This design comes from an exercise in tuning for small area, a short achievable clock period and few clock cycles per item on the open sky130 flow, not from production work.
Only simulation tests tie the RTL to the original design; equivalence was not proved.
Power and IR drop assume default switching activity.

==> flow/design.v <==
package rv_pkg;
	parameter int XLEN   = 32;
	parameter int REG_AW = 5;
	parameter logic [6:0] OP_R     = 7'b0110011;
	parameter logic [6:0] OP_IMM   = 7'b0010011;
	parameter logic [6:0] OP_LOAD  = 7'b0000011;
	parameter logic [6:0] OP_STORE = 7'b0100011;
	parameter logic [2:0] F3_ADD  = 3'b000;
	parameter logic [2:0] F3_SLL  = 3'b001;
	parameter logic [2:0] F3_SLT  = 3'b010;
	parameter logic [2:0] F3_SLTU = 3'b011;
	parameter logic [2:0] F3_XOR  = 3'b100;
	parameter logic [2:0] F3_SR   = 3'b101;
	parameter logic [2:0] F3_OR   = 3'b110;
	parameter logic [2:0] F3_AND  = 3'b111;
	typedef enum logic [3:0] {
		ALU_ADD  = 4'd0,
		ALU_SUB  = 4'd1,
		ALU_SLL  = 4'd2,
		ALU_SLT  = 4'd3,
		ALU_SLTU = 4'd4,
		ALU_XOR  = 4'd5,
		ALU_SRL  = 4'd6,
		ALU_SRA  = 4'd7,
		ALU_OR   = 4'd8,
		ALU_AND  = 4'd9
	} alu_op_e;
endpackage
`timescale 1ns/1ps
import rv_pkg::*;
module rv_alu (
	input  logic [2:0]      f3,
	input  logic            sub,      
	input  logic            alt,      
	input  logic [XLEN-1:0] a,
	input  logic [XLEN-1:0] b,
	output logic [XLEN-1:0] result
);
	logic [XLEN-1:0] bx;
	logic [XLEN-1:0] sum;
	logic            cout;
	logic            lt_s;
	logic            lt_u;
	logic            fill;
	logic [XLEN-1:0] a_rev;
	logic [XLEN-1:0] sh_in;
	logic [XLEN-1:0] shr;
	logic [XLEN-1:0] shl;
	logic [XLEN-1:0] lg;
	logic            t1;
	logic            t3;
	logic            s_add;
	logic            s_sll;
	logic            s_slt;
	logic            s_sltu;
	logic            s_sr;
	logic            s_lg;
	assign bx = b ^ {XLEN{sub}};
	assign {cout, sum} = {1'b0, a} + {1'b0, bx} + {{XLEN{1'b0}}, sub};
	assign lt_u = !cout;
	assign lt_s = (a[XLEN-1] ^ b[XLEN-1]) ? a[XLEN-1] : sum[XLEN-1];
	always_comb begin
		for (int i = 0; i < XLEN; i++)
			a_rev[i] = a[XLEN-1-i];
	end
	assign fill  = alt && a[XLEN-1];
	assign sh_in = f3[2] ? a : a_rev;
	assign shr   = XLEN'($signed({fill, sh_in}) >>> b[4:0]);
	always_comb begin
		for (int i = 0; i < XLEN; i++)
			shl[i] = shr[XLEN-1-i];
	end
	assign t1 = !(f3[1] && f3[0]);
	assign t3 = f3[1];
	always_comb begin
		for (int i = 0; i < XLEN; i++)
			lg[i] = a[i] ? (b[i] ? t3 : t1) : (b[i] ? t1 : 1'b0);
	end
	assign s_add  = (f3 == F3_ADD);
	assign s_sll  = (f3 == F3_SLL);
	assign s_slt  = (f3 == F3_SLT);
	assign s_sltu = (f3 == F3_SLTU);
	assign s_sr   = (f3 == F3_SR);
	assign s_lg   = f3[2] && (f3[1] || !f3[0]);
	assign result = ({XLEN{s_add}} & sum) | ({XLEN{s_sll}} & shl) | ({XLEN{s_sr}} & shr)
		| ({XLEN{s_lg}} & lg) | {{(XLEN-1){1'b0}}, (s_slt && lt_s) || (s_sltu && lt_u)};
endmodule
`timescale 1ns/1ps
import rv_pkg::*;
module rv_fetch #(
	parameter int IMEM_AW = 12
) (
	input  logic               CLK,
	input  logic               RSTn,
	input  logic               stall,
	output logic [IMEM_AW-1:0] i_mem_addr,
	output logic [31:0]        num_inst
);
	logic [IMEM_AW-3:0] pc;
	logic               e_valid;
	logic               w_valid;
	logic [31:0]        inc;
	logic [3:0]         blk;
	always_comb begin
		blk[0] = w_valid;
		for (int k = 1; k < 4; k++)
			blk[k] = blk[k-1] && (&num_inst[8*k-8 +: 8]);
		for (int k = 0; k < 4; k++) begin
			inc[8*k] = blk[k];
			for (int i = 1; i < 8; i++)
				inc[8*k+i] = inc[8*k+i-1] && num_inst[8*k+i-1];
		end
	end
	always_ff @(posedge CLK) begin
		if (RSTn) begin
			pc       <= '0;
			e_valid  <= 1'b0;
			w_valid  <= 1'b0;
			num_inst <= '0;
		end else begin
			pc       <= pc + {{(IMEM_AW-3){1'b0}}, !stall};
			e_valid  <= !stall;
			w_valid  <= e_valid;
			num_inst <= num_inst ^ inc;
		end
	end
	assign i_mem_addr = {pc, 2'b00};
endmodule
`timescale 1ns/1ps
import rv_pkg::*;
module rv_decode (
	input  logic              CLK,
	input  logic              RSTn,
	input  logic [XLEN-1:0]   instr,
	input  logic [XLEN-1:0]   rf_rd1,
	input  logic [XLEN-1:0]   rf_rd2,
	output logic [REG_AW-1:0] rf_ra1,
	output logic [REG_AW-1:0] rf_ra2,
	input  logic [XLEN-1:0]   e_fwd,
	input  logic [XLEN-1:0]   d_mem_rdata,
	input  logic              w_we,
	input  logic [REG_AW-1:0] w_rd,
	input  logic [XLEN-1:0]   w_fwd,
	output logic              stall,
	output logic [XLEN-1:0]   e_a,
	output logic [XLEN-1:0]   e_b,
	output logic [13:0]       e_ea,
	output logic [2:0]        e_f3,
	output logic              e_sub,
	output logic              e_alt,
	output logic              e_load,
	output logic              e_store,
	output logic              e_we,
	output logic [REG_AW-1:0] e_rd
);
	logic              is_alu;
	logic              is_r;
	logic              is_load;
	logic              is_store;
	logic [2:0]        f3;
	logic [REG_AW-1:0] rd;
	logic              hit_e1;
	logic              hit_e2;
	logic [XLEN-1:0]   rf_w1;
	logic [XLEN-1:0]   rf_w2;
	logic [13:0]       base;
	logic [13:0]       off;
	assign is_alu   = instr[4];
	assign is_r     = instr[4] && instr[5];
	assign is_load  = !instr[4] && !instr[5];
	assign is_store = !instr[4] && instr[5];
	assign f3       = instr[14:12];
	assign rd       = instr[11:7];
	assign rf_ra1   = instr[19:15];
	assign rf_ra2   = instr[24:20];
	assign hit_e1 = e_we && e_rd == rf_ra1;
	assign hit_e2 = e_we && e_rd == rf_ra2;
	assign rf_w1 = (w_we && w_rd == rf_ra1) ? w_fwd : rf_rd1;
	assign rf_w2 = (w_we && w_rd == rf_ra2) ? w_fwd : rf_rd2;
	assign base  = (hit_e1 && e_load) ? d_mem_rdata[13:0] : rf_w1[13:0];
	assign stall = !instr[4] && hit_e1 && !e_load;
	assign off = {{2{instr[31]}}, instr[31:25], is_store ? instr[11:7] : instr[24:20]};
	always_ff @(posedge CLK) begin
		if (RSTn) begin
			e_we    <= 1'b0;
			e_store <= 1'b0;
		end else begin
			e_we    <= (is_alu || is_load) && (rd != '0) && !stall;
			e_store <= is_store && !stall;
		end
	end
	always_ff @(posedge CLK) begin
		e_a     <= hit_e1 ? e_fwd : rf_w1;
		if (!instr[5])
			e_b <= {{20{instr[31]}}, instr[31:20]};
		else
			e_b <= hit_e2 ? e_fwd : rf_w2;
		e_ea    <= base + off;
		e_f3    <= f3;
		e_sub   <= (is_r && f3 == F3_ADD && instr[30]) || (f3 == F3_SLT) || (f3 == F3_SLTU);
		e_alt   <= instr[30];
		e_load  <= is_load;
		e_rd    <= rd;
	end
endmodule
`timescale 1ns/1ps
import rv_pkg::*;
module rv_execute #(
	parameter int DMEM_AW = 12
) (
	input  logic [XLEN-1:0]    e_a,
	input  logic [XLEN-1:0]    e_b,
	input  logic [13:0]        e_ea,
	input  logic [2:0]         e_f3,
	input  logic               e_sub,
	input  logic               e_alt,
	input  logic               e_load,
	input  logic               e_store,
	input  logic [XLEN-1:0]    d_mem_rdata,
	output logic [DMEM_AW-1:0] d_mem_addr,
	output logic [XLEN-1:0]    d_mem_wdata,
	output logic               d_mem_we,
	output logic [XLEN-1:0]    alu_y,
	output logic [XLEN-1:0]    e_out
);
	rv_alu u_alu (
		.f3     (e_f3),
		.sub    (e_sub),
		.alt    (e_alt),
		.a      (e_a),
		.b      (e_b),
		.result (alu_y)
	);
	assign d_mem_addr  = e_ea[DMEM_AW+1:2];
	assign d_mem_wdata = e_b;
	assign d_mem_we    = e_store;
	assign e_out = e_load ? d_mem_rdata : alu_y;
endmodule
`timescale 1ns/1ps
import rv_pkg::*;
module rv_mem_wb (
	input  logic              CLK,
	input  logic              RSTn,
	input  logic              e_we,
	input  logic [REG_AW-1:0] e_rd,
	input  logic [XLEN-1:0]   e_out,
	output logic              rf_we,
	output logic [REG_AW-1:0] rf_wa,
	output logic [XLEN-1:0]   rf_wd
);
	always_ff @(posedge CLK) begin
		if (RSTn)
			rf_we <= 1'b0;
		else
			rf_we <= e_we;
	end
	always_ff @(posedge CLK) begin
		rf_wa <= e_rd;
		rf_wd <= e_out;
	end
endmodule
`timescale 1ns/1ps
import rv_pkg::*;
module rv_core_top #(
	parameter int IMEM_AW = 12,
	parameter int DMEM_AW = 12
) (
	input  logic               CLK,
	input  logic               RSTn,
	output logic [IMEM_AW-1:0] i_mem_addr,
	input  logic [XLEN-1:0]    i_mem_rdata,
	output logic [REG_AW-1:0]  rf_ra1,
	output logic [REG_AW-1:0]  rf_ra2,
	input  logic [XLEN-1:0]    rf_rd1,
	input  logic [XLEN-1:0]    rf_rd2,
	output logic               rf_we,
	output logic [REG_AW-1:0]  rf_wa,
	output logic [XLEN-1:0]    rf_wd,
	output logic [DMEM_AW-1:0] d_mem_addr,
	output logic [XLEN-1:0]    d_mem_wdata,
	output logic               d_mem_we,
	input  logic [XLEN-1:0]    d_mem_rdata,
	output logic [31:0]        num_inst
);
	logic [XLEN-1:0]   e_a;
	logic [XLEN-1:0]   e_b;
	logic [13:0]       e_ea;
	logic              stall;
	logic [2:0]        e_f3;
	logic              e_sub;
	logic              e_alt;
	logic              e_load;
	logic              e_store;
	logic              e_we;
	logic [REG_AW-1:0] e_rd;
	logic [XLEN-1:0]   e_out;
	rv_fetch #(.IMEM_AW(IMEM_AW)) u_fetch (
		.CLK        (CLK),
		.RSTn       (RSTn),
		.stall      (stall),
		.i_mem_addr (i_mem_addr),
		.num_inst   (num_inst)
	);
	rv_decode u_decode (
		.CLK     (CLK),
		.RSTn    (RSTn),
		.instr   (i_mem_rdata),
		.rf_rd1  (rf_rd1),
		.rf_rd2  (rf_rd2),
		.rf_ra1  (rf_ra1),
		.rf_ra2  (rf_ra2),
		.e_fwd   (e_out),
		.d_mem_rdata (d_mem_rdata),
		.stall   (stall),
		.w_we    (rf_we),
		.w_rd    (rf_wa),
		.w_fwd   (rf_wd),
		.e_a     (e_a),
		.e_b     (e_b),
		.e_ea    (e_ea),
		.e_f3    (e_f3),
		.e_sub   (e_sub),
		.e_alt   (e_alt),
		.e_load  (e_load),
		.e_store (e_store),
		.e_we    (e_we),
		.e_rd    (e_rd)
	);
	rv_execute #(.DMEM_AW(DMEM_AW)) u_execute (
		.e_a         (e_a),
		.e_b         (e_b),
		.e_ea        (e_ea),
		.e_f3        (e_f3),
		.e_sub       (e_sub),
		.e_alt       (e_alt),
		.e_load      (e_load),
		.e_store     (e_store),
		.d_mem_rdata (d_mem_rdata),
		.d_mem_addr  (d_mem_addr),
		.d_mem_wdata (d_mem_wdata),
		.d_mem_we    (d_mem_we),
		.alu_y       (),
		.e_out       (e_out)
	);
	rv_mem_wb u_mem_wb (
		.CLK   (CLK),
		.RSTn  (RSTn),
		.e_we  (e_we),
		.e_rd  (e_rd),
		.e_out (e_out),
		.rf_we (rf_we),
		.rf_wa (rf_wa),
		.rf_wd (rf_wd)
	);
endmodule
==> flow/flow/run.sh <==
#!/bin/bash
# The standard layout (standard.sh, the standard flow's own ORFS run) with one change:
# the buffer that global placement puts on every input and output port is
# the smallest plain buffer, sky130_fd_sc_hd__buf_1, instead of ORFS's
# default pick (a clkdlybuf4s50_1 delay cell). Every port still gets its
# own buffer. ORFS writes each step's full log under orfs/logs/; the make
# output goes to standard.log here.
set -euo pipefail
export BUFFER_PORTS_ARGS="-buffer_cell sky130_fd_sc_hd__buf_1"
bash standard.sh finish > standard.log 2>&1 || { tail -50 standard.log; exit 1; }
tail -5 standard.log
==> flow/standard.sh <==
#!/bin/bash
# synth_recipe.tcl (not shown) runs the flow's synth.tcl, then flattens the netlist and writes it again
# the make line also repeats each setting of config.mk as NAME=value (left out here)
make -C /OpenROAD-flow-scripts/flow DESIGN_CONFIG=/design/flow/config.mk WORK_HOME=/design/flow/orfs CLKGATE_MAP_FILE= SYNTH_SCRIPT=/design/flow/synth_recipe.tcl "${@:-finish}"
==> flow/config.mk <==
export PLATFORM = sky130hd
export DESIGN_NAME = rv_core_top
export DESIGN_NICKNAME = rv_core_top
export VERILOG_FILES = /design/flow/design.v
export SDC_FILE = /design/flow/constraint.sdc
export NUM_CORES = 4
export LEC_CHECK = 0
export ABC_AREA = 1
export CAP_MARGIN = 20
export CORE_MARGIN = 2
export CORE_UTILIZATION = 30
export CTS_BUF_LIST = sky130_fd_sc_hd__clkbuf_2 sky130_fd_sc_hd__clkbuf_4 sky130_fd_sc_hd__clkbuf_8
export SETUP_SLACK_MARGIN = 3
export SLEW_MARGIN = 20
==> flow/constraint.sdc <==
create_clock -name core_clock -period 6.5 [get_ports {CLK}]
set_input_delay 1.3000 -clock core_clock [delete_from_list [all_inputs] [get_ports {CLK}]]
set_output_delay 1.3000 -clock core_clock [all_outputs]
set_load 0.01 [all_outputs]
==> metrics.cfg, run 1 <==
[min_path]
whs_path_depth = 0
min_to = u_mem_wb.rf_wa[0]$_DFF_P_
min-delay-start = u_decode.e_rd[0]$_DFF_P_
worstHoldPathType = flip-flop to flip-flop

[yosys]
synth_edf_count = 0
ys.flop_type = dfxtp_1
syn-mean-instance-area_um2 = 6.14
yosysWarnings = 4
ys_ff_latch = 171
post_synth_inst_count = 2220
async_reset_ff_share_pct = 0
netlist-cell-type-count = 43
synth-seq-area-share_pct = 25.1
synthesis.area_um2 = 13600

[pwr]
seq_power_share_pct = 38.5
powerDensity_nw_per_um2 = 212
p_leak_nw = 7.33
report.power.total_mw = 3.36
clockPowerShare_pct = 23.2
switching_share_pct = 44.5
p_int_mw = 1.86
p_sw_mw = 1.49
ir_drop_mv = 0.158
pwr-share-comb_pct = 38.3

[critical_path]
path_max_fanout = 22
rrSetupSlack_ns = 3.16
timing.rr.start = u_decode.e_b[0]$_DFF_P_
crit_arrival_ns = 3.77
regToRegEndpoint = u_decode.e_b[12]$_DFF_P_
ff2ff_path_depth = 20
required_ns = 6.90
endpoint_kind = flip-flop
crit_type = input pin to flip-flop
critPathLaunchType = input pin

[clock_tree]
cts_tree = done
cts.clk_slew.worst_paths_ns = 0.10
clock_latency_ns = 0.51
root_buffer = clkbuf_8
cts.sinks = 171
cts.htree.levels = 4
clockBufferDepth = 2
cts_buffers = 17
hold_buffers = 0

[placed_design]
placed_area_um2 = 15000
port_buffers = 259
dpl_worst_slack_ns = 1.83
dp_hpwl_mm = 50.7
routabilityCongestion = 1.00

[routing]
ant_nets = 0
wl_met3_mm = 6.25
vias = 16200
wl_met2_mm = 28.5
wl_met1_mm = 27.8
routed.top_layer = met5
totalWireLength_mm = 65.6
drc = 0
dr.pass1.iters = 6
wl_per_cell_um = 21.7
routed_via_density = 5.35
drt_iter0_markers = 1524

[sta]
slew_violations = 0
period_share_pct = 51.8
fmax_mhz = 297
hold_violations = 0
fin_skew_ns = 0.0252
setup_slack_ns = 3.13
worst_pin_slew_ns = 0.973
maxSlewHeadroom_pct = 34.9
post-route-min-period_ns = 3.37
grt_setup_unrepaired = yes
finalSetupViolations = 0
fin_hold_ws_ns = 0.358
setup_tns_ns = 0

[global_routing]
grt_pass1_wl_mm = 95.2
grt_max_degree = 65
antenna_found_initial = 6
globalRouteOverflowTotal = 0
grt_pass1_vias = 15300
grtUsageTotal_pct = 26.9

[floorplanning]
core-area_um2 = 45100
ios = 267
die_h_um = 217
placementRows = 78
start_util_pct = 30.2
dieWidth_um = 217
dieArea_um2 = 47100

[final_layout]
fillers = 5019
syn_to_final_growth_pct = 15.9
fin_area_um2 = 15800
final_layout_size_suffix_gt1_share_pct = 6.11
nets = 2622
seq_area_um2 = 3430
multi_input_area_um2 = 9070

[run]
cap_violations = 0

[run_status]
status = finished clean

kinds of logic (layout without fill, tap and decap cells):
kind of cell / Yosys count / in the layout / share of synthesized area, %
mux: 6 / 6 / 0.487
fa+ha+maj: 96 / 96 / 8.61
buf+inv: 337 / 539 / 10.2
simple gates: 1201 / 1201 / 37.9
flops: 171 / 171 / 25.1
xor+xnor: 51 / 51 / 3.28
other cells: 1 / 4 / 0.0275
compound gates: 357 / 357 / 14.4
metrics by stage:
step	cells	utilization, %
2_1_floorplan	2221	-
3_3_place_gp	2981	33.3
3_5_place_dp	2981	33.3
4_1_cts	3014	34.4
5_1_grt	3023	35.0
6_report	3025	35.0
worst max path at each step:
stage / start / slack [ns] / depth (start not counted) / to
floorplan: i_mem_rdata[18] / 2.99 / 13 / u_decode.e_ea[10]$_DFF_P_
global placement: i_mem_rdata[16] / 1.87 / 17 / u_decode.e_ea[12]$_DFF_P_
detailed placement: i_mem_rdata[16] / 1.83 / 17 / u_decode.e_ea[12]$_DFF_P_
CTS: i_mem_rdata[18] / 2.96 / 15 / u_decode.e_ea[12]$_DFF_P_
global route: i_mem_rdata[21] / 2.93 / 13 / u_decode.e_b[17]$_DFF_P_
finish: i_mem_rdata[18] / 3.13 / 17 / u_decode.e_ea[11]$_DFF_P_
timing repair:
item | CTS | global route
setup endpoints to repair | 69 | 109
resized for setup | 25 | 53
pin swaps | 0 | 7
gates cloned | 0 | 4
setup buffers | 1 | 5
worst max-delay path: stages:
cell and delay [ns]:
clkbuf_2 0.13, xor2_1 0.18, a211oi_2 0.33, nand3_4 0.13, buf_12 0.18, nand2_1 0.07
o21ai_0 0.12, mux2_4 0.30, ha_4 0.26, a21oi_2 0.13, o21ai_0 0.11, a21oi_1 0.17
nand2_2 0.10, nand3_1 0.09, nand2_1 0.06, nand2_1 0.05, nand2_1 0.05
layout make-up:
class / count / area share [%]
Antenna cell: 2 / 0.0317
Clock buffer: 19 / 1.66
Timing Repair inverter: 2 / 0.0792
Sequential cell: 171 / 21.7
Multi-Input combinational cell: 1713 / 57.4
Tap cell: 600 / 4.75
Clock inverter: 13 / 0.927
Timing Repair Buffer: 285 / 7.99
Inverter: 220 / 5.43
power groups by stage:
stage	clock network [mW]	logic (mW)	registers, mW
6_report	0.779	1.28	1.29
5_1_grt	0.833	1.42	1.30
4_1_cts	0.797	1.23	1.29
3_5_place_dp	0	1.22	1.31
3_3_place_gp	0	1.22	1.31
2_1_floorplan	0	0.805	1.26
flip-flops by register name, summed over array words and instances, names as in the netlist:
signal and flops:
u_mem_wb.rf_wd 32, u_mem_wb.rf_wa 5, u_fetch.num_inst 32, u_decode.e_ea 12, u_decode.e_load 1, u_decode.e_a 32
u_decode.e_rd 5, u_decode.e_alt 1, u_decode.e_b 32, u_fetch.e_valid 1, u_decode.e_store 1, u_fetch.pc 10
u_fetch.w_valid 1, u_decode.e_we 1, u_mem_wb.rf_we 1, u_decode.e_sub 1, u_decode.e_f3 3
layout by cell type, fill, tap and decap left out, types with 17 or more instances in the layout:
| master | n |
|---|---|
| nor2_1 | 148 |
| nand3_1 | 329 |
| buf_1 | 254 |
| inv_1 | 203 |
| dfxtp_1 | 167 |
| clkbuf_8 | 20 |
| o21ai_1 | 34 |
| a21oi_1 | 102 |
| o22ai_1 | 21 |
| or2_2 | 20 |
| buf_4 | 20 |
| nand2_1 | 616 |
| a31oi_1 | 17 |
| nand4_1 | 36 |
| o21ai_0 | 127 |
| xor2_1 | 46 |
| ha_1 | 75 |
synthesized netlist by cell type (2+ instances only):
| master | n | area, µm² |
|---|---|---|
| clkinv_1 | 8 | 30.0 |
| a31oi_1 | 18 | 113 |
| dfxtp_1 | 171 | 3420 |
| and2_1 | 2 | 12.5 |
| nand2_2 | 3 | 18.8 |
| nor2_1 | 150 | 563 |
| buf_2 | 23 | 115 |
| clkbuf_1 | 62 | 233 |
| nand4_1 | 36 | 225 |
| nor4_1 | 4 | 25.0 |
| xnor2_1 | 5 | 43.8 |
| o211ai_1 | 15 | 113 |
| buf_4 | 18 | 135 |
| ha_1 | 81 | 1010 |
| nand2_1 | 621 | 2330 |
| a211oi_1 | 4 | 30.0 |
| inv_1 | 209 | 785 |
| nand3b_1 | 11 | 82.6 |
| o31ai_1 | 2 | 15.0 |
| buf_1 | 9 | 33.8 |
| maj3_1 | 14 | 140 |
| mux2_2 | 5 | 56.3 |
| a21oi_1 | 107 | 536 |
| nor3_1 | 20 | 100 |
| o21ai_2 | 6 | 52.6 |
| o21ai_0 | 137 | 686 |
| o21bai_1 | 6 | 45.0 |
| o21ai_1 | 30 | 150 |
| nand3_1 | 333 | 1670 |
| o22ai_1 | 21 | 131 |
| or2_2 | 20 | 125 |
| a21o_1 | 4 | 30.0 |
| xor2_1 | 46 | 403 |
| a221oi_1 | 2 | 17.5 |
| o21a_1 | 4 | 30.0 |
| inv_2 | 3 | 11.3 |
| buf_6 | 4 | 45.0 |
routing by layer:
metal | global-route usage [%] | vias to the layer above
li1 | - | 7751
met1 | 35.5 | 7499
met2 | 41.7 | 807
met3 | 6.26 | 129
met4 | 12.1 | 8
met5 | 0 | -
Testbench counts, summed over its fixed seeds: cycles 4,853, instructions 4,800.
==> run 2: changes to the inputs <==
--- a/flow/config.mk
+++ b/flow/config.mk
@@ -9,6 +9,6 @@
 export CAP_MARGIN = 20
 export CORE_MARGIN = 2
 export CORE_UTILIZATION = 30
-export CTS_BUF_LIST = sky130_fd_sc_hd__clkbuf_2 sky130_fd_sc_hd__clkbuf_4 sky130_fd_sc_hd__clkbuf_8
-export SETUP_SLACK_MARGIN = 3
+export CTS_BUF_LIST = sky130_fd_sc_hd__clkbuf_4 sky130_fd_sc_hd__clkbuf_8
+export SETUP_SLACK_MARGIN = 3.1
 export SLEW_MARGIN = 20
==> metrics.cfg, run 2 <==
[final_layout]
syn_to_final_growth_pct = 17.7
final_common_cell = nand2_1
nets = 2641
fin_area_um2 = 16000
final_cell_mix = nand2_1 (606), nand3_1 (330), buf_1 (255)
layout.cells.non_filler = 3045
final_layout_size_suffix_gt1_share_pct = 7.29
fillers = 5111

[pwr]
p_leak_nw = 7.46
ir_drop_mv = 0.191
powerDensity_nw_per_um2 = 214

[global_routing]
antenna_found_initial = 6
grt_pass1_vias = 15300
grtUsageTotal_pct = 26.6
grt_pass1_wl_mm = 94.1
globalRouteOverflowTotal = 0
grt_max_degree = 65

[critical_path]
crit_arrival_ns = 3.77
crit_type = input pin to flip-flop
ff2ff_path_depth = 22
timing.rr.start = u_decode.e_b[0]$_DFF_P_
critPathLaunchType = input pin
rrSetupSlack_ns = 3.21
required_ns = 6.91
endpoint_kind = flip-flop
regToRegEndpoint = u_decode.e_b[26]$_DFF_P_
path_max_fanout = 6

[floorplanning]
start_util_pct = 30.2
dieWidth_um = 217
ios = 267
die_h_um = 217
dieArea_um2 = 47100
core-area_um2 = 45100
placementRows = 78

[clock_tree]
root_buffer = clkbuf_8
cts.clk_slew.worst_paths_ns = 0.11
cts_tree = done
hold_buffers = 0
clock_latency_ns = 0.51
cts.htree.levels = 4
cts_buffers = 17
clockBufferDepth = 2
cts.sinks = 171

[sta]
fmax_mhz = 298
maxSlewHeadroom_pct = 37.6
fin_skew_ns = 0.0284
setup_tns_ns = 0
finalSetupViolations = 0
post-route-min-period_ns = 3.36
period_share_pct = 51.6
grt_setup_unrepaired = yes
setup_slack_ns = 3.14
worst_pin_slew_ns = 0.933
slew_violations = 0
hold_violations = 0

[yosys]
synth-seq-area-share_pct = 25.1
netlist-cell-type-count = 43
post_synth_inst_count = 2220
ys_ff_latch = 171
yosysWarnings = 4
syn-mean-instance-area_um2 = 6.14
synth.top_cells.by_count = nand2_1 (621), nand3_1 (333), inv_1 (209)
synth_top_area_share_pct = 25.1
synthesis.area_um2 = 13600
yosysTopAreaCell = dfxtp_1
synth_area_leaders = dfxtp_1 (25%), nand2_1 (17%), nand3_1 (12%)
yosysMostFrequentCell = nand2_1
async_reset_ff_share_pct = 0
synth_edf_count = 0
ys.flop_type = dfxtp_1

[routing]
ant_nets = 0
drc = 0
vias = 16400
drt_iter0_markers = 1579
routed_via_density = 5.40
dr.pass1.iters = 6
totalWireLength_mm = 65.6
wl_per_cell_um = 21.5

[min_path]
min-delay-start = u_decode.e_rd[0]$_DFF_P_
min_to = u_mem_wb.rf_wa[0]$_DFF_P_
whs_path_depth = 0
worstHoldPathType = flip-flop to flip-flop

[placed_design]
place_inst = 2984
placed_area_um2 = 15000
dpl_worst_slack_ns = 1.90
dp_hpwl_mm = 51.1
routabilityCongestion = 1.01
port_buffers = 259

[run_status]
status = finished clean

[run]
cap_violations = 0

[run 2: what timing repair did]
action | in CTS | in global routing
gates resized for setup | 19 | 74
pin swaps | 0 | 10
buffers inserted | 2 | 17
cloned | 0 | 6
endpoints found under the setup margin | 63 | 63
[run 2: kinds of logic after synthesis]
logic type	count (synthesis)	synth area share [%]
simple gates	1201	37.9
compound gates	357	14.4
buf+inv	337	10.2
flops	171	25.1
fa+ha+maj	96	8.61
xor+xnor	51	3.28
mux	6	0.487
other cells	1	0.0275
[run 2: final cells by class]
class | instances | area, µm² | share of cell area [%]
repair buffers | 304 | 1460 | 9.11
well taps | 600 | 751 | 4.68
inverters | 220 | 863 | 5.38
flip-flops and latches | 171 | 3430 | 21.4
repair inverters | 2 | 15.0 | 0.0936
multi-input cells | 1713 | 9080 | 56.6
diodes | 3 | 7.51 | 0.0468
clock buffers | 17 | 234 | 1.46
clock inverters | 15 | 196 | 1.22
[run 2: worst max path at each step]
| stage | slack [ns] | to | from | depth (start not counted) |
|---|---|---|---|---|
| 4_1_cts | 3.05 | u_decode.e_ea[12]$_DFF_P_ | i_mem_rdata[16] | 17 |
| 2_1_floorplan | 3.04 | u_decode.e_ea[11]$_DFF_P_ | i_mem_rdata[18] | 16 |
| 5_1_grt | 2.98 | u_decode.e_ea[12]$_DFF_P_ | i_mem_rdata[18] | 16 |
| 6_report | 3.14 | u_decode.e_ea[12]$_DFF_P_ | i_mem_rdata[18] | 16 |
| 3_3_place_gp | 1.90 | u_decode.e_ea[12]$_DFF_P_ | i_mem_rdata[16] | 19 |
| 3_5_place_dp | 1.90 | u_decode.e_ea[12]$_DFF_P_ | i_mem_rdata[16] | 19 |
[run 2: routing by layer]
metal / GRT usage [%] / share of wire (%) / routed length (µm)
met1: 34.4 / 42 / 27300
met2: 42.4 / 45 / 29400
met5: 0 / 0.059 / 39
met3: 6.58 / 9.6 / 6320
met4: 10.5 / 3.9 / 2540
[run 2: through the flow]
step	utilization, %	power [mW]	hold slack (ns)
after floorplan	-	2.07	0.331
after global routing	35.6	3.63	0.373
final	35.6	3.43	0.365
after global placement	33.4	2.53	0.343
after detailed placement	33.4	2.53	0.352
after CTS	34.5	3.37	0.366
[run 2: power breakdown]
part | internal [mW] | switching (mW) | leakage [nW] | total (mW)
clock network | 0.363 | 0.480 | 0.218 | 0.843
registers | 1.14 | 0.143 | 1.43 | 1.28
logic | 0.427 | 0.881 | 5.82 | 1.31
total | 1.93 | 1.50 | 7.46 | 3.43
[run 2: worst max-delay path: stages]
cell	delay (ns)
clkbuf_2	0.12
xor2_1	0.17
a211oi_2	0.26
nand3_4	0.20
clkbuf_16	0.22
o21ai_1	0.20
nand2_1	0.09
o21ai_2	0.11
ha_1	0.32
a21o_1	0.21
a21oi_1	0.13
nor2_1	0.07
a211oi_2	0.17
nand2_1	0.09
nand2_1	0.06
nand2_1	0.05
==> run 3: changes to the inputs <==
--- a/flow/config.mk
+++ b/flow/config.mk
@@ -10,5 +10,6 @@
 export CORE_MARGIN = 2
 export CORE_UTILIZATION = 30
 export CTS_BUF_LIST = sky130_fd_sc_hd__clkbuf_4 sky130_fd_sc_hd__clkbuf_8
-export SETUP_SLACK_MARGIN = 3.1
+export GPL_TIMING_DRIVEN = 0
+export SETUP_SLACK_MARGIN = 3
 export SLEW_MARGIN = 20
==> metrics.cfg, run 3 <==
[pwr]
p_leak_nw = 7.66
powerDensity_nw_per_um2 = 212
ir_drop_mv = 0.112

[routing]
drt_iter0_markers = 1653
ant_nets = 0
dr.pass1.iters = 5
routed_via_density = 5.41
vias = 16900
totalWireLength_mm = 74.1
wl_per_cell_um = 23.7
drc = 0

[sta]
worst_pin_slew_ns = 0.876
fin_hold_ws_ns = 0.381
setup_tns_ns = 0
fin_skew_ns = 0.0258
grt_setup_unrepaired = yes
post-route-min-period_ns = 3.53
slew_violations = 0
fmax_mhz = 283
maxSlewHeadroom_pct = 41.1
hold_violations = 0
finalSetupViolations = 0
period_share_pct = 54.4

[critical_path]
required_ns = 6.90
critPathLaunchType = input pin
slowest_stage = ha_1
path_common_cell = nand2_1
path_max_fanout = 10
endpoint_kind = flip-flop
crit_type = input pin to flip-flop
path_cells = buf_2 -> inv_1 -> o21ai_0 -> nor3_2 -> nand2_1 -> inv_2 -> nand2_4 -> buf_8 -> buf_6 -> o21ai_2 -> ha_1 -> a21o_1 -> a21oi_1 -> nor2_1 -> a211oi_2 -> nand2_1 -> nand2_1 -> nand2_1
cpPeakStageDelay_ns = 0.35
crit_arrival_ns = 3.93

[yosys]
syn-mean-instance-area_um2 = 6.14
netlist-cell-type-count = 43
synthesis.area_um2 = 13600
yosysMostFrequentCell = nand2_1
async_reset_ff_share_pct = 0
ys_ff_latch = 171
post_synth_inst_count = 2220
synth.top_cells.by_count = nand2_1 (621), nand3_1 (333), inv_1 (209)
synth_area_leaders = dfxtp_1 (25%), nand2_1 (17%), nand3_1 (12%)
ys.flop_type = dfxtp_1
synth_top_area_share_pct = 25.1
synth-seq-area-share_pct = 25.1
yosysWarnings = 4
yosysTopAreaCell = dfxtp_1
synth_edf_count = 0

[placed_design]
place_inst = 3078
port_buffers = 257
dp_hpwl_mm = 60.8
placed_area_um2 = 15400
routabilityCongestion = 1.00

[floorplanning]
ios = 267
placementRows = 78
die_h_um = 217
start_util_pct = 30.2
core-area_um2 = 45100
dieArea_um2 = 47100
dieWidth_um = 217

[clock_tree]
cts_buffers = 17
cts.htree.levels = 4
hold_buffers = 0
cts.sinks = 171
clockBufferDepth = 2
cts.clk_slew.worst_paths_ns = 0.10
clock_latency_ns = 0.50
cts_tree = done
root_buffer = clkbuf_8

[global_routing]
grt_max_degree = 18
grt_pass1_vias = 16300
grtUsageTotal_pct = 30.7
antenna_found_initial = 5
grt_pass1_wl_mm = 106
globalRouteOverflowTotal = 0

[final_layout]
layout.cells.non_filler = 3130
nets = 2728
final_layout_size_suffix_gt1_share_pct = 8.07
syn_to_final_growth_pct = 20.2
fillers = 5101
final_cell_mix = nand2_1 (612), nand3_1 (329), buf_1 (259)
final_common_cell = nand2_1
fin_area_um2 = 16400
post-route-util_pct = 36.3

[run_status]
status = finished clean

[run]
cap_violations = 0

[min_path]
worstHoldPathType = flip-flop to flip-flop

==> run 3: cell counts after synthesis <==
Identical to the previous run, type by type.
==> run 3: power by group <==
group | total, mW | switching (mW) | internal, mW
sequential | 1.30 | 0.155 | 1.14
combinational | 1.38 | 0.939 | 0.437
clock | 0.798 | 0.461 | 0.337
==> run 3: worst max-delay path, delay by kind of cell <==
family / cells / cell delay (ns)
fa+ha+maj: 1 / 0.35
simple gates: 7 / 0.76
compound gates: 5 / 0.85
buf+inv: 5 / 0.67
==> run 3: final timing paths <==
| check | from | to | slack (ns) | cells past startpoint |
|---|---|---|---|---|
| max | i_mem_rdata[16] | u_decode.e_ea[12]$_DFF_P_ | 2.97 | 18 |
| min | u_decode.e_rd[0]$_DFF_P_ | u_mem_wb.rf_wa[0]$_DFF_P_ | 0.38 | 0 |
| max reg2reg | u_decode.e_b[4]$_DFF_P_ | u_decode.e_b[9]$_DFF_P_ | 3.17 | 16 |
| min reg2reg | u_decode.e_rd[0]$_DFF_P_ | u_mem_wb.rf_wa[0]$_DFF_P_ | 0.38 | 0 |
==> run 3: cell families (layout without fill, tap and decap cells) <==
kind of cell	count (synthesis)	count (layout)	share of synthesized area (%)
AND/OR/NAND/NOR	1201	1202	37.9
AO/OA/AOI/OAI	357	357	14.4
buffers and inverters	337	644	10.2
flip-flops	171	171	25.1
adder cells (fa/ha/maj)	96	96	8.61
XOR/XNOR	51	51	3.28
multiplexers	6	6	0.487
other	1	3	0.0275
==> run 3: layer usage <==
layer  vias up  part of all wire, %  GRT usage, %  wire [µm]
met3       119                  8.8          6.44       6500
met1      8042                   42          40.0      31300
met5         -                0.078             0         58
met2       804                   45          49.6      33300
li1       7952                    -             -          -
met4        10                  4.1          12.0       3010
==> run 3: layout make-up <==
class                           count  area [µm²]  area share, %
Multi-Input combinational cell   1714        9160           55.9
Sequential cell                   171        3430           20.9
Timing Repair Buffer              275        1160           7.06
Inverter                          220         830           5.06
Tap cell                          600         751           4.58
Buffer                            117         644           3.93
Clock buffer                       19         255           1.56
Clock inverter                     13         151          0.924
Antenna cell                        1        2.50         0.0153
==> run 3: through the flow <==
step / worst slack [ns] / power (mW)
after floorplan: 2.99 / 2.07
after global placement: 1.78 / 2.61
after detailed placement: 1.74 / 2.61
after CTS: 2.92 / 3.43
after global routing: 2.88 / 3.66
final: 2.97 / 3.47
==> run 3: timing repair <==
action,in CTS,in global routing
setup buffers,6,11
gates cloned,1,1
setup endpoints to repair,90,55
pin swaps,6,18
resized for setup,49,81
hold endpoints to repair,0,0
==> run 4: changes to the inputs <==
--- a/flow/config.mk
+++ b/flow/config.mk
@@ -10,6 +10,6 @@
 export CORE_MARGIN = 2
 export CORE_UTILIZATION = 30
 export CTS_BUF_LIST = sky130_fd_sc_hd__clkbuf_4 sky130_fd_sc_hd__clkbuf_8
-export GPL_TIMING_DRIVEN = 0
 export SETUP_SLACK_MARGIN = 3
 export SLEW_MARGIN = 20
+export TNS_END_PERCENT = 10
==> metrics.cfg, run 4 <==
[floorplanning]
placementRows = 78
dieWidth_um = 217
start_util_pct = 30.2
die_h_um = 217
core-area_um2 = 45100
dieArea_um2 = 47100
ios = 267

[placed_design]
placed_area_um2 = 15000
dp_hpwl_mm = 50.5
port_buffers = 259
routabilityCongestion = 1.02
place_inst = 2985

[yosys]
yosysMostFrequentCell = nand2_1
yosysWarnings = 4
synth.top_cells.by_count = nand2_1 (621), nand3_1 (333), inv_1 (209)
netlist-cell-type-count = 43
synthesis.area_um2 = 13600
ys.flop_type = dfxtp_1
ys_ff_latch = 171
post_synth_inst_count = 2220
async_reset_ff_share_pct = 0
synth_area_leaders = dfxtp_1 (25%), nand2_1 (17%), nand3_1 (12%)
yosysTopAreaCell = dfxtp_1
synth_edf_count = 0
synth-seq-area-share_pct = 25.1
syn-mean-instance-area_um2 = 6.14
synth_top_area_share_pct = 25.1

[clock_tree]
cts.htree.levels = 4
root_buffer = clkbuf_8
clockBufferDepth = 2
cts.sinks = 171
clock_latency_ns = 0.51
cts_buffers = 17
cts.clk_slew.worst_paths_ns = 0.10
cts_tree = done

[run_status]
status = finished clean

[global_routing]
antenna_found_initial = 5
grt_pass1_vias = 15300
grt_most_used_layer = met2
grt_pass1_wl_mm = 94.4
use_met3_pct = 6.08
grtUsageTotal_pct = 26.6
grt_max_degree = 65
use_met2_pct = 41.6
gr-usage-met1_pct = 35.2
globalRouteOverflowTotal = 0

[routing]
routed_via_density = 5.38
wl_per_cell_um = 21.4
totalWireLength_mm = 65.0
drc = 0
ant_nets = 0
vias = 16400
drt_iter0_markers = 1864
dr.pass1.iters = 7

[sta]
setup_tns_ns = 0
post-route-min-period_ns = 3.50
fmax_mhz = 286
maxSlewHeadroom_pct = 37.9
hold_violations = 0
period_share_pct = 53.9
worst_pin_slew_ns = 0.931
fin_skew_ns = 0.0234
slew_violations = 0
grt_setup_unrepaired = yes
finalSetupViolations = 0

[pwr]
report.power.total_mw = 3.38
ir_drop_mv = 0.190
p_leak_nw = 7.46
powerDensity_nw_per_um2 = 212

[min_path]
worstHoldPathType = flip-flop to flip-flop

[final_layout]
fillers = 5045
nets = 2640
final_common_cell = nand2_1
fin_area_um2 = 15900
layout.cells.non_filler = 3042
syn_to_final_growth_pct = 16.9
final_layout_size_suffix_gt1_share_pct = 6.51
final_cell_mix = nand2_1 (614), nand3_1 (329), buf_1 (254)
post-route-util_pct = 35.3

[critical_path]
crit_arrival_ns = 3.91
crit_type = input pin to flip-flop
path_max_fanout = 6
critPathLaunchType = input pin
endpoint_kind = flip-flop
required_ns = 6.91

[run]
cap_violations = 0

run 4: cell counts after synthesis:
Identical to the previous run, type by type.
run 4: worst paths after layout:
check	start	endpoint	slack (ns)	depth (start not counted)
worst max-delay path	i_mem_rdata[18]	u_decode.e_ea[13]$_DFF_P_	3.00	16
worst max register to register	u_decode.e_b[1]$_DFF_P_	u_decode.e_b[1]$_DFF_P_	3.20	13
worst min register to register	u_decode.e_rd[0]$_DFF_P_	u_mem_wb.rf_wa[0]$_DFF_P_	0.36	0
worst min-delay path	u_decode.e_rd[0]$_DFF_P_	u_mem_wb.rf_wa[0]$_DFF_P_	0.36	0
run 4: where the power goes:
part | internal (mW) | switching [mW] | total (mW)
sequential | 1.14 | 0.145 | 1.29
combinational | 0.420 | 0.873 | 1.29
clock | 0.337 | 0.464 | 0.800
run 4: critical path, cell delays in order:
cell and delay (ns):
clkbuf_2 0.13, xor2_1 0.19, a211oi_2 0.32, nand3_4 0.19, buf_12 0.19, nand2_1 0.05, o21ai_0 0.11, mux2_4 0.31
ha_4 0.30, nand4_1 0.13, nor3_2 0.19, nand3_1 0.11, nand2_2 0.16, nand2_1 0.08, nand3b_1 0.08, nand2_1 0.06
run 4: per-stage QoR:
| step | worst slack (ns) | hold slack [ns] |
|---|---|---|
| 2_1_floorplan | 2.99 | 0.331 |
| 3_3_place_gp | 1.92 | 0.363 |
| 3_5_place_dp | 1.86 | 0.369 |
| 4_1_cts | 2.92 | 0.366 |
| 5_1_grt | 2.81 | 0.368 |
| 6_report | 3.00 | 0.363 |
run 4: timing repair:
| action | CTS | global route |
|---|---|---|
| buffers inserted | 1 | 17 |
| resized for setup | 14 | 57 |
| cloned | 1 | 5 |
| pin swaps | 0 | 20 |
| endpoints found under the hold margin | 0 | 0 |
| setup endpoints to repair | 51 | 81 |
| hold buffers | 0 | 0 |
run 4: cell type report:
class / instances / area (µm²) / area share [%]
clock inverters: 14 / 171 / 1.08
diodes: 1 / 2.50 / 0.0157
repair inverters: 1 / 7.51 / 0.0471
well taps: 600 / 751 / 4.71
repair buffers: 304 / 1440 / 9.06
inverters: 220 / 841 / 5.28
flip-flops and latches: 171 / 3430 / 21.5
multi-input cells: 1713 / 9040 / 56.7
clock buffers: 18 / 248 / 1.55
run 4: metal layers:
metal / wire [µm] / up-vias / part of all wire [%]
met5: 45 / - / 0.069
met4: 2830 / 6 / 4.4
met3: 6950 / 147 / 11
met2: 28500 / 865 / 44
met1: 26700 / 7576 / 41
li1: - / 7770 / -
run 4: cell families after synthesis:
family,synth area share (%)
simple gates,37.9
flops,25.1
buf+inv,10.2
compound gates,14.4
fa+ha+maj,8.61
xor+xnor,3.28
mux,0.487
other cells,0.0275
==> run 5: changes to the inputs <==
--- a/flow/config.mk
+++ b/flow/config.mk
@@ -12,4 +12,3 @@
 export CTS_BUF_LIST = sky130_fd_sc_hd__clkbuf_4 sky130_fd_sc_hd__clkbuf_8
 export SETUP_SLACK_MARGIN = 3
 export SLEW_MARGIN = 20
-export TNS_END_PERCENT = 10
==> metrics.cfg, run 5 <==
[run_status]
status = finished clean

[min_path]
whs_path_depth = 0
min-delay-start = u_decode.e_rd[0]$_DFF_P_
min_to = u_mem_wb.rf_wa[0]$_DFF_P_
worstHoldPathType = flip-flop to flip-flop

[critical_path]
cpPeakStageDelay_ns = 0.33
ff2ff_path_depth = 20
endpoint_kind = flip-flop
rrSetupSlack_ns = 3.16
critPathLaunchType = input pin
cp_num_buf_inv = 2
crit_type = input pin to flip-flop
path_common_cell = nand2_1
path_cells = clkbuf_2 -> xor2_1 -> a211oi_2 -> nand3_4 -> buf_12 -> nand2_1 -> o21ai_0 -> mux2_4 -> ha_4 -> a21oi_2 -> o21ai_0 -> a21oi_1 -> nand2_2 -> nand3_1 -> nand2_1 -> nand2_1 -> nand2_1
crit_arrival_ns = 3.77
slowest_stage = a211oi_2
path_max_fanout = 22
cp_top_family = compound AO/OA/AOI/OAI gates
timing.rr.start = u_decode.e_b[0]$_DFF_P_
regToRegEndpoint = u_decode.e_b[12]$_DFF_P_
required_ns = 6.90

[floorplanning]
die_h_um = 217
start_util_pct = 30.2
core-area_um2 = 45100
dieArea_um2 = 47100
dieWidth_um = 217
ios = 267
placementRows = 78

[routing]
dr.pass1.iters = 6
routed_via_density = 5.35
ant_nets = 0
vias = 16200
drc = 0
totalWireLength_mm = 65.6
drt_iter0_markers = 1524
wl_per_cell_um = 21.7

[final_layout]
nets = 2622
final_cell_mix = nand2_1 (616), nand3_1 (329), buf_1 (254)
fin_area_um2 = 15800
syn_to_final_growth_pct = 15.9
final_common_cell = nand2_1
seq_area_um2 = 3430
multi_input_area_um2 = 9070
fillers = 5019
final_layout_size_suffix_gt1_share_pct = 6.11

[pwr]
p_int_mw = 1.86
pwr-share-comb_pct = 38.3
switching_share_pct = 44.5
clockPowerShare_pct = 23.2
powerDensity_nw_per_um2 = 212
seq_power_share_pct = 38.5
p_leak_nw = 7.33
ir_drop_mv = 0.158
p_sw_mw = 1.49

[yosys]
synthesis.area_um2 = 13600
synth.top_cells.by_count = nand2_1 (621), nand3_1 (333), inv_1 (209)
synth_area_leaders = dfxtp_1 (25%), nand2_1 (17%), nand3_1 (12%)
yosysWarnings = 4
syn-mean-instance-area_um2 = 6.14
ys_ff_latch = 171
yosysMostFrequentCell = nand2_1
synth-seq-area-share_pct = 25.1
synth_top_area_share_pct = 25.1
ys.flop_type = dfxtp_1
async_reset_ff_share_pct = 0
post_synth_inst_count = 2220
synth_edf_count = 0
yosysTopAreaCell = dfxtp_1
netlist-cell-type-count = 43

[sta]
period_share_pct = 51.8
fmax_mhz = 297
worst_pin_slew_ns = 0.973
post-route-min-period_ns = 3.37
slew_violations = 0
hold_violations = 0
setup_tns_ns = 0
fin_skew_ns = 0.0252
grt_setup_unrepaired = yes
finalSetupViolations = 0
maxSlewHeadroom_pct = 34.9

[run]
cap_violations = 0

[clock_tree]
clock_latency_ns = 0.51
clockBufferDepth = 2
cts_tree = done
cts.clk_slew.worst_paths_ns = 0.10
hold_buffers = 0
root_buffer = clkbuf_8
cts.sinks = 171
cts.htree.levels = 4
cts_buffers = 17

[placed_design]
port_buffers = 259
placed_area_um2 = 15000
dp_hpwl_mm = 50.7
routabilityCongestion = 1.00

[global_routing]
globalRouteOverflowTotal = 0
grtUsageTotal_pct = 26.9
antenna_found_initial = 6
grt_pass1_vias = 15300
grt_pass1_wl_mm = 95.2
grt_max_degree = 65

## run 5: cell types whose count changed in the layout (fill, tap and decap cells not counted), moves of 3 or more
cell	previous run	this run
buf_4	35	20
o21ai_1	40	34
buf_6	3	0
clkinvlp_4	3	6
inv_1	206	203
o21ai_0	124	127
o21ai_2	7	10
## run 5: area by class of cell
| cell class | count | share of cell area (%) |
|---|---|---|
| Antenna cell | 2 | 0.0317 |
| Clock buffer | 19 | 1.66 |
| Clock inverter | 13 | 0.927 |
| Inverter | 220 | 5.43 |
| Multi-Input combinational cell | 1713 | 57.4 |
| Sequential cell | 171 | 21.7 |
| Tap cell | 600 | 4.75 |
| Timing Repair Buffer | 285 | 7.99 |
| Timing Repair inverter | 2 | 0.0792 |
## run 5: cell families (layout without fill, tap and decap cells)
| group | after synthesis | count (layout) | share of synthesized area [%] |
|---|---|---|---|
| AO/OA/AOI/OAI | 357 | 357 | 14.4 |
| XOR/XNOR | 51 | 51 | 3.28 |
| adder cells (fa/ha/maj) | 96 | 96 | 8.61 |
| buffers and inverters | 337 | 539 | 10.2 |
| flip-flops | 171 | 171 | 25.1 |
| multiplexers | 6 | 6 | 0.487 |
| other | 1 | 4 | 0.0275 |
| AND/OR/NAND/NOR | 1201 | 1201 | 37.9 |
## run 5: layer usage
metal | track usage, % | part of all wire (%) | up-vias
met4 | 12.1 | 4.5 | 8
met3 | 6.26 | 9.5 | 129
li1 | - | - | 7751
met2 | 41.7 | 43 | 807
met1 | 35.5 | 42 | 7499
met5 | 0 | 0.085 | -
## run 5: stage by stage
stage               total power [mW]  hold WS (ns)  setup WS, ns  utilization (%)  cells
CTS                             3.32         0.360          2.96             34.4   3014
finish                          3.36         0.358          3.13             35.0   3025
global placement                2.53         0.334          1.87             33.3   2981
global route                    3.55         0.364          2.93             35.0   3023
floorplan                       2.07         0.331          2.99                -   2221
detailed placement              2.53         0.343          1.83             33.3   2981
## run 5: what timing repair did
item                       in CTS  in global routing
buffers inserted                1                  5
pin swaps                       0                  7
setup endpoints to repair      69                109
gates resized for setup        25                 53
gates cloned                    0                  4
## run 5: worst max path at each step
stage,slack (ns),from,end,cells past startpoint
2_1_floorplan,2.99,i_mem_rdata[18],u_decode.e_ea[10]$_DFF_P_,13
3_3_place_gp,1.87,i_mem_rdata[16],u_decode.e_ea[12]$_DFF_P_,17
3_5_place_dp,1.83,i_mem_rdata[16],u_decode.e_ea[12]$_DFF_P_,17
4_1_cts,2.96,i_mem_rdata[18],u_decode.e_ea[12]$_DFF_P_,15
5_1_grt,2.93,i_mem_rdata[21],u_decode.e_b[17]$_DFF_P_,13
6_report,3.13,i_mem_rdata[18],u_decode.e_ea[11]$_DFF_P_,17
## run 5: power by group through the flow
stage               sequential, mW  clock [mW]  combinational (mW)
floorplan                     1.26           0               0.805
global placement              1.31           0                1.22
detailed placement            1.31           0                1.22
CTS                           1.29       0.797                1.23
global route                  1.30       0.833                1.42
finish                        1.29       0.779                1.28
==> run 6: changes to the inputs <==
--- a/flow/config.mk
+++ b/flow/config.mk
@@ -8,7 +8,7 @@
 export ABC_AREA = 1
 export CAP_MARGIN = 20
 export CORE_MARGIN = 2
-export CORE_UTILIZATION = 30
+export CORE_UTILIZATION = 40
 export CTS_BUF_LIST = sky130_fd_sc_hd__clkbuf_4 sky130_fd_sc_hd__clkbuf_8
 export SETUP_SLACK_MARGIN = 3
 export SLEW_MARGIN = 20
==> metrics.cfg, run 6 <==
[run_status]
status = finished clean

[yosys]
synth_top_family_by_area = simple AND/OR/NAND/NOR gates
ys_ff_latch = 171
synth.top_cells.by_count = nand2_1 (621), nand3_1 (333), inv_1 (209)
synth-simple-area-share_pct = 37.9
yosysTopAreaCell = dfxtp_1
synth_mux_area_share_pct = 0.487
yosysMostFrequentCell = nand2_1
synthesis.area_um2 = 13600
async_reset_ff_share_pct = 0
syn-mean-instance-area_um2 = 6.14
ys.flop_type = dfxtp_1
post_synth_inst_count = 2220
netlist-cell-type-count = 43
synth_xor_area_share_pct = 3.28
synthAdderAreaFrac_pct = 8.61
synth_top_area_share_pct = 25.1
synth_area_leaders = dfxtp_1 (25%), nand2_1 (17%), nand3_1 (12%)
synth-seq-area-share_pct = 25.1
synth_edf_count = 0
synth_compound_area_share_pct = 14.4
yosysWarnings = 4

[global_routing]
globalRouteOverflowTotal = 0
antenna_found_initial = 3
grt_max_degree = 65
grt_pass1_vias = 14800
grtUsageTotal_pct = 33.8
grt_pass1_wl_mm = 90.6

[sta]
setup_tns_ns = 0
finalSetupViolations = 0
hold_violations = 0
fmax_mhz = 287
worst_pin_slew_ns = 1.08
setup_slack_ns = 3.02
grt_setup_unrepaired = yes
fin_hold_ws_ns = 0.351
post-route-min-period_ns = 3.48
slew_violations = 0
maxSlewHeadroom_pct = 28.3
period_share_pct = 53.6
fin_skew_ns = 0.0176

[pwr]
p_int_mw = 1.86
p_leak_nw = 7.42
pwr-share-comb_pct = 38.7
ir_drop_mv = 0.135
seq_power_share_pct = 38.3
switching_share_pct = 44.8
powerDensity_nw_per_um2 = 213
clockPowerShare_pct = 23.0
p_sw_mw = 1.51

[critical_path]
cp_num_buf_inv = 2
timing.rr.start = u_decode.e_f3[1]$_DFF_P_
crit_arrival_ns = 3.88
path_common_cell = nand2_1
slowest_stage = ha_2
path_max_fanout = 6
rrSetupSlack_ns = 3.09
endpoint_kind = flip-flop
path_cells = buf_6 -> xor2_2 -> a211oi_2 -> nand3_4 -> clkbuf_16 -> o21ai_0 -> nand2_1 -> o21ai_1 -> ha_2 -> a21oi_4 -> o21bai_1 -> a21oi_1 -> nand2_1 -> nand2_1 -> nand2_1
critPathLaunchType = input pin
required_ns = 6.89
crit_type = input pin to flip-flop
critPathLaunch = i_mem_rdata[18]
cpPeakStageDelay_ns = 0.40
cp_top_family = compound AO/OA/AOI/OAI gates

[clock_tree]
hold_buffers = 0
clockBufferDepth = 2
cts.clk_slew.worst_paths_ns = 0.11
root_buffer = clkbuf_8
cts.htree.levels = 4
cts_buffers = 17
cts.sinks = 171
cts_tree = done
clock_latency_ns = 0.49

[floorplanning]
placementRows = 67
die_h_um = 189
start_util_pct = 40.6
dieWidth_um = 189
dieArea_um2 = 35600
ios = 267
core-area_um2 = 33500

[routing]
drt_iter0_markers = 1671
drc = 0
dr.pass1.iters = 6
ant_nets = 0
vias = 16200
wl_per_cell_um = 21.7
routed_via_density = 5.62
totalWireLength_mm = 62.6

[final_layout]
final_cell_mix = nand2_1 (605), nand3_1 (327), buf_1 (254)
nets = 2637
syn_to_final_growth_pct = 16.0
final_layout_size_suffix_gt1_share_pct = 7.26
final_common_cell = nand2_1

[placed_design]
dp_hpwl_mm = 48.1
routabilityCongestion = 1.04
port_buffers = 259
dpl_worst_slack_ns = 2.02

[run]
cap_violations = 0

[min_path]
min-delay-start = u_decode.e_rd[0]$_DFF_P_
worstHoldPathType = flip-flop to flip-flop

-- run 6: cell counts after synthesis --
Identical to the previous run, type by type.
-- run 6: repair_timing --
action / 4_1_cts / 5_1_grt
resized for setup: 27 / 72
pin swaps: 1 / 19
endpoints found under the setup margin: 81 / 55
gates cloned: 2 / 5
buffers inserted: 1 / 19
-- run 6: cell families after synthesis --
logic type                 Yosys count
adders and majority gates           96
buffers and inverters              337
xor gates and xnor gates            51
other                                1
AOI/OAI and AO/OA                  357
muxes                                6
DFF                                171
and+or+nand+nor                   1201
-- run 6: area by class of cell --
type / count / area, µm²
inverter: 220 / 847
fill: 3666 / 17700
clock buffer: 17 / 234
clock inverter: 15 / 179
antenna: 2 / 5.00
timing repair inverter: 3 / 17.5
tap: 448 / 561
sequential: 171 / 3430
multi-input combinational: 1713 / 9120
timing repair buffer: 299 / 1400
-- run 6: metal layers --
metal / track usage, % / share of wire, % / vias to the layer above
met2: 53.8 / 44 / 801
met1: 43.8 / 42 / 7524
met4: 14.8 / 4.7 / 0
met3: 7.67 / 9.0 / 137
met5: 0 / 0 / -
li1: - / - / 7767
-- run 6: per-stage QoR --
step                      instance area [µm²]  power, mW  std cells  utilization (%)
after floorplan                         13700       2.07       2221                -
after global placement                  14800       2.52       2827             44.1
after detailed placement                14800       2.52       2827             44.1
after CTS                               15300       3.30       2862             45.7
after global routing                    15800       3.56       2886             47.1
final                                   15800       3.37       2888             47.1
-- run 6: path summary, 6_finish.rpt --
kind | to | cells after the start
setup / recovery | u_decode.e_ea[13]$_DFF_P_ | 15
hold / removal | u_mem_wb.rf_wa[0]$_DFF_P_ | 0
setup reg to reg | u_decode.e_a[7]$_DFF_P_ | 10
hold reg to reg | u_mem_wb.rf_wa[0]$_DFF_P_ | 0
-- run 6: power groups by stage --
| stage | Sequential [mW] | Clock (mW) | Combinational (mW) |
|---|---|---|---|
| 2_1_floorplan | 1.26 | 0 | 0.805 |
| 3_3_place_gp | 1.30 | 0 | 1.21 |
| 3_5_place_dp | 1.30 | 0 | 1.21 |
| 4_1_cts | 1.28 | 0.787 | 1.23 |
| 5_1_grt | 1.29 | 0.834 | 1.44 |
| 6_report | 1.29 | 0.775 | 1.31 |
==> run 7: changes to the inputs <==
--- a/flow/config.mk
+++ b/flow/config.mk
@@ -8,7 +8,7 @@
 export ABC_AREA = 1
 export CAP_MARGIN = 20
 export CORE_MARGIN = 2
-export CORE_UTILIZATION = 40
+export CORE_UTILIZATION = 22
 export CTS_BUF_LIST = sky130_fd_sc_hd__clkbuf_4 sky130_fd_sc_hd__clkbuf_8
 export SETUP_SLACK_MARGIN = 3
 export SLEW_MARGIN = 20
==> metrics.cfg, run 7 <==
[placed_design]
routabilityCongestion = 1.04
port_buffers = 259
dpl_worst_slack_ns = 2.02
dp_hpwl_mm = 50.0

[yosys]
yosysTopAreaCell = dfxtp_1
synthesis.area_um2 = 13600
yosysMostFrequentCell = nand2_1
yosysWarnings = 4
post_synth_inst_count = 2220
synth-seq-area-share_pct = 25.1
synth_edf_count = 0
synth_area_leaders = dfxtp_1 (25%), nand2_1 (17%), nand3_1 (12%)
async_reset_ff_share_pct = 0
ys_ff_latch = 171
netlist-cell-type-count = 43
synth.top_cells.by_count = nand2_1 (621), nand3_1 (333), inv_1 (209)
syn-mean-instance-area_um2 = 6.14
ys.flop_type = dfxtp_1
synth_top_area_share_pct = 25.1

[final_layout]
nets = 2627
post-route-util_pct = 26.1
final_layout_size_suffix_gt1_share_pct = 6.01
final_common_cell = nand2_1
syn_to_final_growth_pct = 17.7
num_antenna_cells = 0
final_cell_mix = nand2_1 (613), nand3_1 (330), buf_1 (255)

[critical_path]
regToRegEndpoint = u_decode.e_b[30]$_DFF_P_
required_ns = 6.88
crit_arrival_ns = 3.75
crit_type = input pin to flip-flop
ff2ff_path_depth = 21
path_max_fanout = 23
critPathLaunchType = input pin
cpPeakStageDelay_ns = 0.32
timing.rr.start = u_decode.e_b[0]$_DFF_P_
slowest_stage = mux2_2
rrSetupSlack_ns = 3.16
path_cells = buf_1 -> xor2_1 -> a211oi_2 -> nand3_4 -> buf_12 -> nand2_1 -> o21ai_0 -> mux2_2 -> ha_4 -> a21oi_1 -> o21ai_0 -> a21oi_1 -> nand2_2 -> buf_4 -> xor2_1
cp_num_buf_inv = 3
endpoint_kind = flip-flop
cp_top_family = compound AO/OA/AOI/OAI gates

[sta]
maxSlewHeadroom_pct = 30.7
fin_hold_ws_ns = 0.379
period_share_pct = 51.8
hold_violations = 0
grt_setup_unrepaired = yes
fmax_mhz = 297
setup_slack_ns = 3.13
finalSetupViolations = 0
post-route-min-period_ns = 3.37
worst_pin_slew_ns = 1.03
slew_violations = 0
setup_tns_ns = 0
fin_skew_ns = 0.0199

[global_routing]
globalRouteOverflowTotal = 0
grt_pass1_wl_mm = 90.8
antenna_found_initial = 4
grtUsageTotal_pct = 19.0
grt_pass1_vias = 14500
grt_max_degree = 65

[clock_tree]
cts.htree.levels = 4
clock_latency_ns = 0.51
cts.clk_slew.worst_paths_ns = 0.11
cts_buffers = 17
clockBufferDepth = 2
cts.sinks = 171
root_buffer = clkbuf_8
cts_tree = done
hold_buffers = 0

[run]
cap_violations = 0

[routing]
routed_via_density = 5.03
wl_per_cell_um = 19.6
vias = 16200
drt_iter0_markers = 1901
totalWireLength_mm = 63.0
drc = 0
ant_nets = 0
dr.pass1.iters = 8

[pwr]
powerDensity_nw_per_um2 = 214
ir_drop_mv = 0.159
report.power.total_mw = 3.43
p_leak_nw = 7.35

[floorplanning]
start_util_pct = 22.2
dieWidth_um = 253
dieArea_um2 = 63900
core-area_um2 = 61500
die_h_um = 253
placementRows = 91
ios = 267

[run_status]
status = finished clean

[min_path]
min-delay-start = u_decode.e_rd[0]$_DFF_P_
min_to = u_mem_wb.rf_wa[0]$_DFF_P_
whs_path_depth = 0
worstHoldPathType = flip-flop to flip-flop

run 7: cell counts after synthesis:
No cell type changed its count.
run 7: logic make-up after synthesis:
family | after synthesis | synth area share (%)
AO/OA/AOI/OAI | 357 | 14.4
XOR/XNOR | 51 | 3.28
adder cells (fa/ha/maj) | 96 | 8.61
buffers and inverters | 337 | 10.2
flip-flops | 171 | 25.1
multiplexers | 6 | 0.487
other | 1 | 0.0275
AND/OR/NAND/NOR | 1201 | 37.9
run 7: stage by stage:
step | area (µm²) | std cells
CTS | 15700 | 3204
global placement | 15200 | 3169
finish | 16000 | 3218
global route | 16000 | 3218
floorplan | 13700 | 2221
detailed placement | 15200 | 3169
run 7: layout make-up:
| type | instances | area (µm²) |
|---|---|---|
| fill | 7010 | 45400 |
| multi-input combinational | 1713 | 8980 |
| sequential | 171 | 3430 |
| timing repair buffer | 289 | 1330 |
| tap | 790 | 988 |
| inverter | 220 | 852 |
| clock buffer | 19 | 262 |
| clock inverter | 13 | 175 |
| timing repair inverter | 3 | 17.5 |
run 7: where the power goes:
group	leakage [nW]	switching, mW	internal, mW	total (mW)
logic	5.70	0.877	0.416	1.29
registers	1.43	0.144	1.14	1.28
clock network	0.226	0.442	0.411	0.853
total	7.35	1.46	1.97	3.43
run 7: metal layers:
metal	routed length, µm	up-vias	share of wire [%]	track usage, %
li1	-	7749	-	-
met4	1840	4	2.9	5.51
met5	26	-	0.041	0
met2	27600	903	44	30.3
met1	26000	7413	41	25.2
met3	7590	107	12	4.71
run 7: worst max-delay path by stage:
stage | startpoint | to | cells past startpoint
after detailed placement | i_mem_rdata[15] | u_decode.e_ea[8]$_DFF_P_ | 18
final | i_mem_rdata[18] | u_decode.e_ea[9]$_DFF_P_ | 15
after CTS | i_mem_rdata[15] | u_decode.e_ea[12]$_DFF_P_ | 15
after floorplan | i_mem_rdata[18] | u_decode.e_ea[10]$_DFF_P_ | 13
after global placement | i_mem_rdata[15] | u_decode.e_ea[12]$_DFF_P_ | 19
after global routing | i_mem_rdata[16] | u_decode.e_ea[11]$_DFF_P_ | 18
run 7: repair_timing:
| action | 4_1_cts | 5_1_grt |
|---|---|---|
| cloned | 1 | 4 |
| pin swaps | 0 | 7 |
| setup buffers | 2 | 10 |
| endpoints found under the setup margin | 67 | 50 |
| gates resized for setup | 14 | 46 |

-- what the ideal ports hide --
No port has a modelled driver above. Below, the same layouts with a new extraction and two added sets of constraints.
Step 1 (the two cells are an assumption about what drives the block):
set clk [get_ports {CLK}]
set_driving_cell -lib_cell sky130_fd_sc_hd__clkbuf_16 $clk
set_driving_cell -lib_cell sky130_fd_sc_hd__buf_2 [delete_from_list [all_inputs] $clk]
Step 2 also shifts input and output timing later by t, the mid clock arrival at the registers, as if the neighbouring blocks saw the same clock.
a / b / c = ideal ports / drivers / drivers and shift; a / b = the first two.
run | shift t [ns] | setup slack, ns | hold slack, ns
run 1 | 0.538 | 3.131 / 3.137 / 2.598 | 0.358 / 0.358 / 0.358
run 2 | 0.549 | 3.143 / 3.143 / 2.594 | 0.365 / 0.365 / 0.365
run 3 | 0.542 | 2.967 / 2.996 / 2.454 | 0.381 / 0.381 / 0.381
run 4 | 0.544 | 2.998 / 3.020 / 2.475 | 0.363 / 0.363 / 0.363
run 5 | 0.538 | 3.131 / 3.137 / 2.598 | 0.358 / 0.358 / 0.358
run 6 | 0.529 | 3.016 / 3.005 / 2.476 | 0.351 / 0.351 / 0.351
run 7 | 0.544 | 3.133 / 3.136 / 2.592 | 0.379 / 0.379 / 0.379
After both steps setup and hold are still met in every run listed. For run 2, which loses most, drivers alone change the setup slack by 0.000 ns; drivers and shift together by -0.549 ns.
